Background: an optimization exercise with open tools, aiming at small area. Do not read the settings as production practice. In this exercise RTL edits were held to simulation tests only and were not proved equivalent to the original. Power figures rest on the tool's default switching activity, not on a simulated workload.

===== flow/run.sh =====
#!/bin/bash
# synth_recipe.tcl (not shown) runs the flow's synth.tcl, then flattens the netlist and writes it again
# the make line also repeats each setting of config.mk as NAME=value (left out here)
make -C /OpenROAD-flow-scripts/flow DESIGN_CONFIG=/design/flow/config.mk WORK_HOME=/design/flow/orfs CLKGATE_MAP_FILE= SYNTH_SCRIPT=/design/flow/synth_recipe.tcl finish

===== flow/config.mk =====
export PLATFORM = sky130hd
export DESIGN_NAME = vstu_top
export DESIGN_NICKNAME = vstu_top
export VERILOG_FILES = /design/flow/design.v
export SDC_FILE = /design/flow/constraint.sdc
export NUM_CORES = 4
export LEC_CHECK = 0
export CAP_MARGIN = 20
export CORE_MARGIN = 2
export CORE_UTILIZATION = 40
export SLEW_MARGIN = 20

===== flow/constraint.sdc =====
create_clock -name core_clock -period 8.0 [get_ports {clk_i}]
set_input_delay 1.6000 -clock core_clock [delete_from_list [all_inputs] [get_ports {clk_i}]]
set_output_delay 1.6000 -clock core_clock [all_outputs]
set_load 0.01 [all_outputs]

===== flow/design.v =====
package vstu_pkg;
  typedef enum logic [1:0] {
    VSEW_8  = 2'd0,
    VSEW_16 = 2'd1,
    VSEW_32 = 2'd2,
    VSEW_64 = 2'd3
  } vsew_e;
  typedef logic [$clog2(8)-1:0] vinsn_id_t;
  typedef struct packed {
    vinsn_id_t             id;
    logic [8-1:0] vl;
    vsew_e                 vsew;
  } store_req_t;
  typedef logic [8-1:0] done_vec_t;
  typedef logic [4*8*8-1:0] vrf_word_t;
  typedef logic [7:0] burst_len_t;
  typedef struct packed {
    burst_len_t len;
  } burst_req_t;
  typedef struct packed {
    logic [8*8-1:0] data;
    logic [8-1:0]   strb;
    logic                         last;
  } w_beat_t;
endpackage
`timescale 1ns/1ps
module store_insn_queue (
  input  logic                 clk_i,
  input  logic                 rst_ni,
  input  vstu_pkg::store_req_t req_i,
  input  logic                 req_valid_i,
  output logic                 req_ready_o,
  input  vstu_pkg::done_vec_t  running_i,
  output vstu_pkg::store_req_t issue_o,
  output logic                 issue_valid_o,
  input  logic                 issue_done_i,
  input  logic                 b_valid_i,
  output logic                 b_ready_o,
  output logic                 store_pending_o,
  output logic                 store_complete_o,
  output vstu_pkg::done_vec_t  done_o
);
  localparam int unsigned DEPTH = 4;
  localparam int unsigned PNT_W = (DEPTH > 1) ? $clog2(DEPTH) : 1;
  localparam int unsigned CNT_W = $clog2(DEPTH + 1);
  localparam int unsigned REQ_W = $clog2(8) + 8 + 2;
  logic [REQ_W-1:0] entries_q [0:DEPTH-1];
  logic [PNT_W-1:0] accept_pnt_q;
  logic [PNT_W-1:0] issue_pnt_q;
  logic [PNT_W-1:0] commit_pnt_q;
  logic [CNT_W-1:0] issue_cnt_q, issue_cnt_d;
  logic [CNT_W-1:0] commit_cnt_q, commit_cnt_d;
  vstu_pkg::done_vec_t running_q, running_d;
  vstu_pkg::done_vec_t done_q, done_d;
  logic req_ready_q;
  logic accept;
  logic b_fire;
  vstu_pkg::store_req_t commit_entry;
  function automatic logic [PNT_W-1:0] bump(input logic [PNT_W-1:0] pnt);
    logic [PNT_W-1:0] nxt;
    if (pnt == PNT_W'(DEPTH - 1)) begin
      nxt = '0;
    end else begin
      nxt = pnt + 1'b1;
    end
    bump = nxt;
  endfunction
  assign accept      = req_valid_i && req_ready_q && !running_q[req_i.id];
  assign req_ready_o = req_ready_q;
  assign commit_entry = entries_q[commit_pnt_q];
  assign issue_o       = entries_q[issue_pnt_q];
  assign issue_valid_o = (issue_cnt_q != '0);
  assign b_ready_o        = (commit_cnt_q != issue_cnt_q);
  assign b_fire           = b_valid_i && b_ready_o;
  assign store_complete_o = b_fire;
  assign store_pending_o  = (commit_cnt_q != '0);
  assign done_o           = done_q;
  always_comb begin : p_next
    issue_cnt_d  = issue_cnt_q + CNT_W'(accept) - CNT_W'(issue_done_i);
    commit_cnt_d = commit_cnt_q + CNT_W'(accept) - CNT_W'(b_fire);
    running_d = running_q & running_i;
    if (accept) begin
      running_d[req_i.id] = 1'b1;
    end
    done_d = '0;
    if (b_fire) begin
      done_d[commit_entry.id] = 1'b1;
    end
  end
  always_ff @(posedge clk_i or negedge rst_ni) begin
    if (!rst_ni) begin
      accept_pnt_q <= '0;
      issue_pnt_q  <= '0;
      commit_pnt_q <= '0;
      issue_cnt_q  <= '0;
      commit_cnt_q <= '0;
      running_q    <= '0;
      done_q       <= '0;
      req_ready_q  <= 1'b1;
    end else begin
      if (accept) begin
        accept_pnt_q <= bump(accept_pnt_q);
      end
      if (issue_done_i) begin
        issue_pnt_q <= bump(issue_pnt_q);
      end
      if (b_fire) begin
        commit_pnt_q <= bump(commit_pnt_q);
      end
      issue_cnt_q  <= issue_cnt_d;
      commit_cnt_q <= commit_cnt_d;
      running_q    <= running_d;
      done_q       <= done_d;
      req_ready_q  <= (commit_cnt_d != CNT_W'(DEPTH));
    end
  end
  always_ff @(posedge clk_i) begin
    if (accept) begin
      entries_q[accept_pnt_q] <= req_i;
    end
  end
endmodule
`timescale 1ns/1ps
module lane_operand_buffer (
  input  logic                                             clk_i,
  input  logic                                             rst_ni,
  input  logic [4-1:0][8*8-1:0] operand_i,
  input  logic [4-1:0]                        operand_valid_i,
  output logic [4-1:0]                        operand_ready_o,
  output vstu_pkg::vrf_word_t                              word_o,
  output logic                                             word_valid_o,
  input  logic                                             word_ready_i
);
  localparam int unsigned LANES  = 4;
  localparam int unsigned LANE_W = 8 * 8;
  logic [LANES-1:0] lane_valid;
  vstu_pkg::vrf_word_t        word_join;
  for (genvar l = 0; l < LANES; l++) begin : gen_lane
    logic              full_q;
    logic [LANE_W-1:0] data_q;
    assign lane_valid[l]                  = full_q || operand_valid_i[l];
    assign word_join[LANE_W*l +: LANE_W]  = full_q ? data_q : operand_i[l];
    assign operand_ready_o[l]             = !full_q;
    always_ff @(posedge clk_i or negedge rst_ni) begin
      if (!rst_ni) begin
        full_q <= 1'b0;
      end else if (word_ready_i) begin
        full_q <= 1'b0;
      end else if (operand_valid_i[l]) begin
        full_q <= 1'b1;
      end
    end
    always_ff @(posedge clk_i) begin
      if (!full_q && operand_valid_i[l]) begin
        data_q <= operand_i[l];
      end
    end
  end
  assign word_valid_o = &lane_valid;
  assign word_o       = word_join;
endmodule
`timescale 1ns/1ps
module w_beat_packer (
  input  logic                 clk_i,
  input  logic                 rst_ni,
  input  vstu_pkg::store_req_t issue_i,
  input  logic                 issue_valid_i,
  output logic                 issue_done_o,
  input  vstu_pkg::vrf_word_t  word_i,
  input  logic                 word_valid_i,
  output logic                 word_ready_o,
  input  vstu_pkg::burst_req_t burst_i,
  input  logic                 burst_valid_i,
  output logic                 burst_ready_o,
  output vstu_pkg::w_beat_t    w_o,
  output logic                 w_valid_o,
  input  logic                 w_ready_i
);
  localparam int unsigned WORD_BYTES = 4 * 8;
  localparam int unsigned BUS_BYTES  = 8;
  localparam int unsigned PNT_W      = $clog2(WORD_BYTES) + 1;
  localparam int unsigned BYTES_W    = 8 + 3;
  logic               loaded_q, loaded_d;
  logic [BYTES_W-1:0] rem_q, rem_d;
  logic [PNT_W-1:0]   vrf_pnt_q, vrf_pnt_d;
  vstu_pkg::burst_len_t         beat_cnt_q, beat_cnt_d;
  logic [BYTES_W-1:0] insn_left;
  logic [BYTES_W-1:0] word_left;
  logic [BYTES_W-1:0] valid_bytes;
  logic               beat_fire;
  vstu_pkg::w_beat_t beat_d;
  vstu_pkg::w_beat_t w_q;
  logic    w_valid_q;
  assign insn_left = loaded_q ? rem_q : (BYTES_W'(issue_i.vl) << issue_i.vsew);
  assign word_left = BYTES_W'(WORD_BYTES) - BYTES_W'(vrf_pnt_q);
  assign beat_fire = issue_valid_i && word_valid_i && burst_valid_i &&
                     (!w_valid_q || w_ready_i);
  always_comb begin : p_pack
    valid_bytes = (word_left < insn_left) ? word_left : insn_left;
    if (valid_bytes > BYTES_W'(BUS_BYTES)) begin
      valid_bytes = BYTES_W'(BUS_BYTES);
    end
    beat_d = '0;
    for (int b = 0; b < BUS_BYTES; b++) begin
      if (BYTES_W'(b) < valid_bytes) begin
        beat_d.data[8*b +: 8] = word_i[8*(int'(vrf_pnt_q) + b) +: 8];
        beat_d.strb[b]        = 1'b1;
      end
    end
    beat_d.last = (beat_cnt_q == burst_i.len);
    rem_d         = rem_q;
    loaded_d      = loaded_q;
    vrf_pnt_d     = vrf_pnt_q;
    beat_cnt_d    = beat_cnt_q;
    word_ready_o  = 1'b0;
    burst_ready_o = 1'b0;
    issue_done_o  = 1'b0;
    if (beat_fire) begin
      rem_d     = insn_left - valid_bytes;
      loaded_d  = 1'b1;
      vrf_pnt_d = vrf_pnt_q + PNT_W'(valid_bytes);
      if (beat_d.last) begin
        burst_ready_o = 1'b1;
        beat_cnt_d    = '0;
      end else begin
        beat_cnt_d = beat_cnt_q + 1'b1;
      end
      if (vrf_pnt_d == PNT_W'(WORD_BYTES) || rem_d == '0) begin
        word_ready_o = 1'b1;
        vrf_pnt_d    = '0;
      end
      if (rem_d == '0) begin
        issue_done_o = 1'b1;
        loaded_d     = 1'b0;
      end
    end
  end
  always_ff @(posedge clk_i or negedge rst_ni) begin
    if (!rst_ni) begin
      loaded_q   <= 1'b0;
      rem_q      <= '0;
      vrf_pnt_q  <= '0;
      beat_cnt_q <= '0;
      w_valid_q  <= 1'b0;
    end else begin
      loaded_q   <= loaded_d;
      rem_q      <= rem_d;
      vrf_pnt_q  <= vrf_pnt_d;
      beat_cnt_q <= beat_cnt_d;
      if (beat_fire) begin
        w_valid_q <= 1'b1;
      end else if (w_ready_i) begin
        w_valid_q <= 1'b0;
      end
    end
  end
  always_ff @(posedge clk_i) begin
    if (beat_fire) begin
      w_q <= beat_d;
    end
  end
  assign w_o       = w_q;
  assign w_valid_o = w_valid_q;
endmodule
`timescale 1ns/1ps
module vstu_top (
  input  logic                                             clk_i,
  input  logic                                             rst_ni,
  input  vstu_pkg::store_req_t                             req_i,
  input  logic                                             req_valid_i,
  output logic                                             req_ready_o,
  input  vstu_pkg::done_vec_t                              running_i,
  input  logic [4-1:0][8*8-1:0] operand_i,
  input  logic [4-1:0]                        operand_valid_i,
  output logic [4-1:0]                        operand_ready_o,
  input  vstu_pkg::burst_req_t                             burst_i,
  input  logic                                             burst_valid_i,
  output logic                                             burst_ready_o,
  output vstu_pkg::w_beat_t                                w_o,
  output logic                                             w_valid_o,
  input  logic                                             w_ready_i,
  input  logic                                             b_valid_i,
  output logic                                             b_ready_o,
  output logic                                             store_pending_o,
  output logic                                             store_complete_o,
  output vstu_pkg::done_vec_t                              done_o
);
  vstu_pkg::store_req_t issue;
  logic       issue_valid;
  logic       issue_done;
  vstu_pkg::vrf_word_t  word;
  logic       word_valid;
  logic       word_ready;
  store_insn_queue u_store_insn_queue (
    .clk_i           (clk_i),
    .rst_ni          (rst_ni),
    .req_i           (req_i),
    .req_valid_i     (req_valid_i),
    .req_ready_o     (req_ready_o),
    .running_i       (running_i),
    .issue_o         (issue),
    .issue_valid_o   (issue_valid),
    .issue_done_i    (issue_done),
    .b_valid_i       (b_valid_i),
    .b_ready_o       (b_ready_o),
    .store_pending_o (store_pending_o),
    .store_complete_o(store_complete_o),
    .done_o          (done_o)
  );
  lane_operand_buffer u_lane_operand_buffer (
    .clk_i          (clk_i),
    .rst_ni         (rst_ni),
    .operand_i      (operand_i),
    .operand_valid_i(operand_valid_i),
    .operand_ready_o(operand_ready_o),
    .word_o         (word),
    .word_valid_o   (word_valid),
    .word_ready_i   (word_ready)
  );
  w_beat_packer u_w_beat_packer (
    .clk_i        (clk_i),
    .rst_ni       (rst_ni),
    .issue_i      (issue),
    .issue_valid_i(issue_valid),
    .issue_done_o (issue_done),
    .word_i       (word),
    .word_valid_i (word_valid),
    .word_ready_o (word_ready),
    .burst_i      (burst_i),
    .burst_valid_i(burst_valid_i),
    .burst_ready_o(burst_ready_o),
    .w_o          (w_o),
    .w_valid_o    (w_valid_o),
    .w_ready_i    (w_ready_i)
  );
endmodule

==> results.txt <==
==> state kept, by name, indices dropped and copies added, names as in the netlist <==
register                               cells
u_store_insn_queue.done_q                  8
u_store_insn_queue.commit_pnt_q            2
u_w_beat_packer.w_q                       73
u_store_insn_queue.entries_q              52
u_w_beat_packer.loaded_q                   1
u_w_beat_packer.beat_cnt_q                 8
u_w_beat_packer.w_valid_q                  1
u_w_beat_packer.vrf_pnt_q                  6
u_store_insn_queue.issue_pnt_q             2
u_store_insn_queue.req_ready_q             1
u_store_insn_queue.issue_cnt_q             3
u_w_beat_packer.rem_q                     11
u_store_insn_queue.running_q               8
u_lane_operand_buffer.gen_lane.full_q      4
u_lane_operand_buffer.gen_lane.data_q    256
u_store_insn_queue.commit_cnt_q            3
u_store_insn_queue.accept_pnt_q            2
==> power by group through the flow <==
stage          clock [W]  sequential, W  combinational, W
2_1_floorplan          0        0.00359           0.00571
3_5_place_dp           0        0.00375           0.00873
6_report         0.00247        0.00371           0.00892
4_1_cts          0.00250        0.00371           0.00877
3_3_place_gp           0        0.00373           0.00867
5_1_grt          0.00259        0.00378           0.00949
==> worst register-to-register path: cells and delay by family, from the launching register on <==
kind,cells,cell delay [ns]
AO/OA/AOI/OAI,8,1.89
XOR/XNOR,3,0.40
adder cells (fa/ha/maj),6,1.66
buffers and inverters,2,0.11
flip-flops,1,0.51
multiplexers,2,1.10
AND/OR/NAND/NOR,7,1.64
==> worst paths after layout <==
| kind | startpoint | end | slack, ns | cells after the start |
|---|---|---|---|---|
| worst max-delay path | u_store_insn_queue.issue_pnt_q[0] | u_store_insn_queue.issue_cnt_q[2] | 0.58 | 28 |
| worst min-delay path | u_store_insn_queue.running_q[0] | u_store_insn_queue.running_q[0] | 0.48 | 1 |
| worst max register to register | u_store_insn_queue.issue_pnt_q[0] | u_store_insn_queue.issue_cnt_q[2] | 0.58 | 28 |
| worst min register to register | u_store_insn_queue.running_q[0] | u_store_insn_queue.running_q[0] | 0.48 | 1 |
| max in group asynchronous | rst_ni | u_lane_operand_buffer.gen_lane[2].full_q | 6.12 | 2 |
| min in group asynchronous | rst_ni | u_store_insn_queue.issue_pnt_q[0] | 1.18 | 2 |
==> stage by stage <==
stage                util  instance area, um2  instances
finish              0.494               34500       3704
floorplan               -               28100       2435
detailed placement  0.468               32700       3606
global placement    0.468               32700       3606
CTS                 0.493               34400       3701
global route        0.494               34500       3704
==> Yosys cell counts, types with 9 or more instances <==
library cell / count
o221ai_1: 24
nand2_1: 397
clkbuf_1: 115
a21oi_2: 12
inv_1: 39
mux4_2: 152
nor3_1: 17
mux2_2: 92
xnor2_1: 23
nand2b_1: 28
o211ai_1: 65
dfrtp_1: 59
mux2i_1: 291
nor2_1: 95
a31oi_1: 11
nor3_2: 16
buf_1: 40
a21o_1: 9
nand3_1: 24
edfxtp_1: 381
and3_1: 13
ha_1: 43
o21ai_0: 221
buf_2: 27
xor2_1: 11
a21oi_1: 101
==> kinds of logic (layout without fill, tap and decap cells) <==
logic type / Yosys count / count (layout) / synth area share
AO/OA/AOI/OAI: 490 / 490 / 0.106
XOR/XNOR: 34 / 34 / 0.0106
adder cells (fa/ha/maj): 47 / 47 / 0.0220
buffers and inverters: 237 / 563 / 0.0353
flip-flops: 441 / 441 / 0.461
multiplexers: 536 / 537 / 0.263
other: 2 / 9 / 0.000267
AND/OR/NAND/NOR: 643 / 643 / 0.102
==> metal layers <==
metal	wire length [um]	track usage	part of all wire
met5	75	0	0.00072
met4	5230	0.135	0.050
met3	6650	0.0423	0.064
met2	49900	0.471	0.48
met1	42300	0.368	0.41
==> layout make-up <==
type / count / area, um2 / share of cell area
Antenna cell: 2 / 5.00 / 0.000145
Clock buffer: 64 / 1390 / 0.0403
Clock inverter: 31 / 369 / 0.0107
Inverter: 46 / 181 / 0.00527
Multi-Input combinational cell: 1758 / 14200 / 0.413
Sequential cell: 441 / 13000 / 0.377
Tap cell: 940 / 1180 / 0.0341
Timing Repair Buffer: 422 / 4130 / 0.120
==> repair_timing <==
| action | 4_1_cts | 5_1_grt |
|---|---|---|
| resized for setup | 0 | 2 |
| setup endpoints to repair | 0 | 1 |
| hold buffers | 0 | 0 |
==> impl_results.md <==
- Status: finished clean
- PnR worst setup slack: 0.577 ns
- Vias per cell: 5.91
- Starting DRC count in detailed routing: 2470
- Drt total wl: 104000 um
- Max Root-Sink Buffers: 3
- CP max stage delay: 0.73 ns
- Remaining antenna violation count: 0
- Clock Pin Slew Worst Setup and Hold Paths: 0.06 ns
- Mapped cell area: 28100 um2
- Power per cell area: 438 nW/um2
- Drt drc: 0
- Post-synth top flop: edfxtp_1
- Arrival @ worst endpoint: 7.90 ns
- Reg power frac: 0.246
- Gate Count Post-Synth: 2430
- Num CTS Buffers: 51
- Setup crit end kind: register
- # clock sinks: 441
- Leakage power figure: 13.4 nW
- Switch share: 0.463
- DP HPWL: around 80000 um
- WL/cell: 28.1 um
- CTS root buf: clkbuf_16
- Post-synth top area share: 0.407
- Die Wd: 269 um
- Gr ovfl total: 0
- Max_slew headroom: 0.154
- Tightest Pin Transition: 1.26 ns
- Crit path max fanout: 16
- Boundary pin count: 386
- Layout cells sized above 1: 0.157
- Core footprint: 69800 um2
- Fillers: approximately 6200
- WHS: slightly below 0.5 ns
- Final worst path period share: 0.928
- Final Critical Period: 7.42 ns
- Synth cell types: 74
- CP top delay family: compound AO/OA/AOI/OAI gates
- # setup viols final: 0
- Yosys Warn Count: 3
- Buf/Inv on CP: 2
- Pint: between 0.008 and 0.009 W
- Placer Congestion: about 0.97
- First-pass GRT wire length: 148000 um
- Setup repair after global routing missed its margin: no
- Power after layout: 0.0151 W
- Pin count of the biggest net entering global routing: 110
- Clock network fraction of total power: 0.164
- Worst skew pair latency: 0.62 ns
- Fmax: roughly 0.13 GHz
- Global Route Usage Sum: 0.284
- Net switching power: 0.00699 W
- Final Hold Fails: 0
- Crit path required time: between 8 and 9 ns
- Pre-CTS setup slack: 0.518 ns
- H-tree Lvls: 2
- Vias in the first global route: 21700
- CTS tree: done
- Rows: 97
- Yosys top cell by area: edfxtp_1
- Comb power frac: 0.591
- Top cell by count, worst path: ha_1
- Initial antenna violation count: 9
- Post-synth ARST share: 0.136
- Max Clock Skew: 0.0323 ns
- Layout Nets: roughly 3100
- Register bit total from synthesis: approximately 440
- Mean cell area of the mapped netlist: 11.6 um2
- Pins Over Slew Limit: 0
- Die footprint: 72400 um2
- Port Buffer Count: 385
- CP startpoint kind: register
- Register area share after synthesis: 0.461
- Pre-antenna DRT Iters: 6
- Die H: ~270 um
- Initial Util: 0.402
- Maxcap violations: 0
- Setup TNS Final: 0 ns
- Syn-to-layout area delta: 22.7%
- Commonest non-fill, non-tap cell in the layout: nand2_1
- Crit Path Class: register to register
- IR drop worst, VDD: 0.239 mV
- Hold Path Class: register to register
- Commonest cells after routing, fill and taps aside: nand2_1 (397), clkdlybuf4s50_1 (384), edfxtp_1 (381)
- Critical path's slowest cell: mux4_2
- Post-CTS Repair Setup Buffers: 0
- Post-synth EDFFs: 381
- Synth top area cells: edfxtp_1 (41%), mux4_2 (12%), mux2i_1 (10%)
- Total vias in the final route: between 20000 and 25000

## port drivers added, routing unchanged
The flow's constraints put no driver on any port. The routed layout listed below was extracted and timed again, unchanged, in two steps.
Step 1 assumes that a clkbuf_16 drives the clock port and a buf_2 every other input.
Step 2, shift: input delay + t, output delay - t, t = (earliest + latest rising clock arrival at the registers) / 2. This alone moves slack from input paths to output paths.
a / b / c = ideal ports / drivers / drivers and shift; a / b = the first two.
t, ns: 0.669
slack for setup (ns): 0.577 / 0.577 / 0.577
worst slew at a driven data input, ns: 0.10
pins driven straight from the clock port: 1
After both steps this run still meets setup and hold. The setup slack of this run moves by 0.000 ns with the drivers and by 0.000 ns with both steps.
